This design comes from an exercise in tuning for small area, a short achievable clock period and few clock cycles on the open sky130 flow, not from production work. In this exercise RTL edits were held to simulation tests only and were not proved equivalent to the original. Power figures rest on the tool's default switching activity, not on a simulated workload.

// core101_top
module core101_top (
  input  logic                  clock_in,
  input  logic                  rst_n,
  input  logic                  halt,
  input  logic [xlen-1:0]       ins_data,
  output logic [xlen-1:0]       ins_addr,
  output logic                  wb_valid,
  output logic [reg_addr_w-1:0] wb_rd,
  output logic [xlen-1:0]       wb_data,
  output logic                  illegal_instr
);
Size in the first run: roughly 4000 cells after synthesis, roughly 110 I/O pins, roughly 57000 um2 of cells after synthesis.
clock: 6.0 ns
lec_check: 0
cap_margin: 20
cell_pad_in_sites_detail_placement: 1
cell_pad_in_sites_global_placement: 2
core_margin: 2
core_utilization: 40
cts_cluster_diameter: 80
cts_cluster_size: 20
place_density: 0.7
setup_slack_margin: 3.3
slew_margin: 20
synth_hierarchical: 1
synth_minimum_keep_size: 0
tns_end_percent: 5
run.sh (not shown) runs the stock make flow with config.mk's settings and CLKGATE_MAP_FILE= SYNTH_SCRIPT=/design/flow/synth_recipe.tcl, a recipe that flattens the netlist after the stock synthesis.
Testbench counts at the start, summed over its fixed seeds: cycles 16,013.
Change:
--- a/flow/design.v
+++ b/flow/design.v
@@ -299,17 +299,23 @@
 module int_exec_unit (
   input  logic                  clock_in,
   input  logic                  rst_n,
   input  logic [ctl_w-1:0]      ctl,
   input  logic [xlen-1:0]       rs1_data_n,
   input  logic [xlen-1:0]       rs2_data_n,
   input  logic                  fwd_a,
   input  logic                  fwd_b,
-  output logic [xlen-1:0]       ex_result
+  input  logic                  ex_valid,
+  input  logic                  ex_illegal,
+  input  logic [reg_addr_w-1:0] ex_rd,
+  output logic [xlen-1:0]       ex_result,
+  output logic                  wb_valid,
+  output logic [reg_addr_w-1:0] wb_rd,
+  output logic [xlen-1:0]       wb_data
 );
   logic [ctl_w-1:0] alu_ctl;
   logic [xlen-1:0]  a;
   logic [xlen-1:0]  b;
   logic [xlen-1:0]  result;
   logic [xlen-1:0] next_a;
   logic [xlen-1:0] next_b;
   logic [3:0]      sh_lo_r;
@@ -450,16 +456,27 @@
         ex_nand2 v (.a(late_n[i]), .b(early_n[i]), .y(dst_out[x][i]));
       end
     end
   end
   assign result    = dst_out[0];
   assign ex_result = result;
   assign next_a = dst_out[1];
   assign next_b = dst_out[2];
+  always_ff @(posedge clock_in) begin
+    if (!rst_n) begin
+      wb_valid      <= 1'b0;
+    end else begin
+      wb_valid      <= ex_valid;
+    end
+  end
+  always_ff @(posedge clock_in) begin
+    wb_rd   <= ex_rd;
+    wb_data <= result;
+  end
 endmodule
 module ks_pg0 (
   input  logic a, b,
   output logic g_n, t_n
 );
   assign g_n = !(a & b);
   assign t_n = !(a | b);
 endmodule
@@ -543,16 +560,19 @@
   logic                  rf_hit1;
   logic                  rf_hit2;
   logic                  fwd_a;
   logic                  fwd_b;
   logic                  ex_valid;
   logic                  ex_illegal;
   logic [reg_addr_w-1:0] ex_rd;
   logic [xlen-1:0]       ex_result;
+  logic                  rf_we;
+  logic [reg_addr_w-1:0] rf_waddr;
+  logic [xlen-1:0]       rf_wdata;
   fetch_unit fetch0 (
     .clock_in, .rst_n, .halt, .ins_data, .ins_addr, .ir, .ir_valid
   );
   decode_unit decode0 (
     .ir, .ir_valid, .dec_valid, .dec_illegal, .rs1, .rs2, .rd,
     .imm, .ctl
   );
   issue_stage issue0 (
@@ -561,21 +581,22 @@
     .dec_valid, .dec_illegal, .rd,
     .rf_rd1, .rf_rd2, .rf_hit1, .rf_hit2, .fwd_a, .fwd_b,
     .ex_valid, .ex_illegal, .ex_rd
   );
   register_file rf0 (
     .clock_in, .rst_n,
     .nxt_rs1(ins_data[19:15]), .nxt_rs2(ins_data[24:20]), .nxt_rd1(rf_rd1), .nxt_rd2(rf_rd2),
     .hit1(rf_hit1), .hit2(rf_hit2), .imm, .rs1_data_n, .rs2_data_n,
-    .we(wb_valid), .waddr(wb_rd), .wdata(wb_data)
+    .we(rf_we), .waddr(rf_waddr), .wdata(rf_wdata)
   );
   int_exec_unit int0 (
     .clock_in, .rst_n, .ctl, .rs1_data_n, .rs2_data_n, .fwd_a, .fwd_b,
-    .ex_result
+    .ex_valid, .ex_illegal, .ex_rd, .ex_result,
+    .wb_valid(rf_we), .wb_rd(rf_waddr), .wb_data(rf_wdata)
   );
   always_ff @(posedge clock_in) begin
     if (!rst_n) begin
       wb_valid      <= 1'b0;
       illegal_instr <= 1'b0;
     end else begin
       wb_valid      <= ex_valid;
       illegal_instr <= ex_illegal;
Effect:
- utilization fell by 0.73 points
- total power came out higher by 0.76%
- fmax falls by 0.31%
- worst setup slack loses 0.0093 ns
- cell area is about the same
- die area goes up by 1.3%
- global-route usage is about the same
- non-clock buffer count goes down by 39
- first-iteration DRC count rises by 0.88%
Testbench counts after the change, summed over its fixed seeds: cycles 16,013.

-- re-timing with driven ports --
Ports are ideal in the flow. The routed layouts listed here were re-timed in OpenROAD. Step 1, drivers: a clkbuf_16 drives clock_in and a buf_2 each remaining input, both assumed. Step 2 moves the port delays by t, midway between the first and last clock arrival at a register: inputs arrive t later, outputs are due t later. That takes back most of the time a late clock gives input paths. Three values: ideal, step 1, step 2; two values: the first two.
| run | t (ns) | setup slack, ns | pins driven straight from the clock port |
|---|---|---|---|
| the first run | 0.802 | 3.040 / 2.953 / 2.420 | 1 |
| the second run | 0.805 | 3.031 / 2.982 / 2.413 | 1 |
After both steps every run listed still meets setup and hold. For the first run, which loses most, drivers alone change the setup slack by -0.087 ns; drivers and shift together by -0.620 ns.
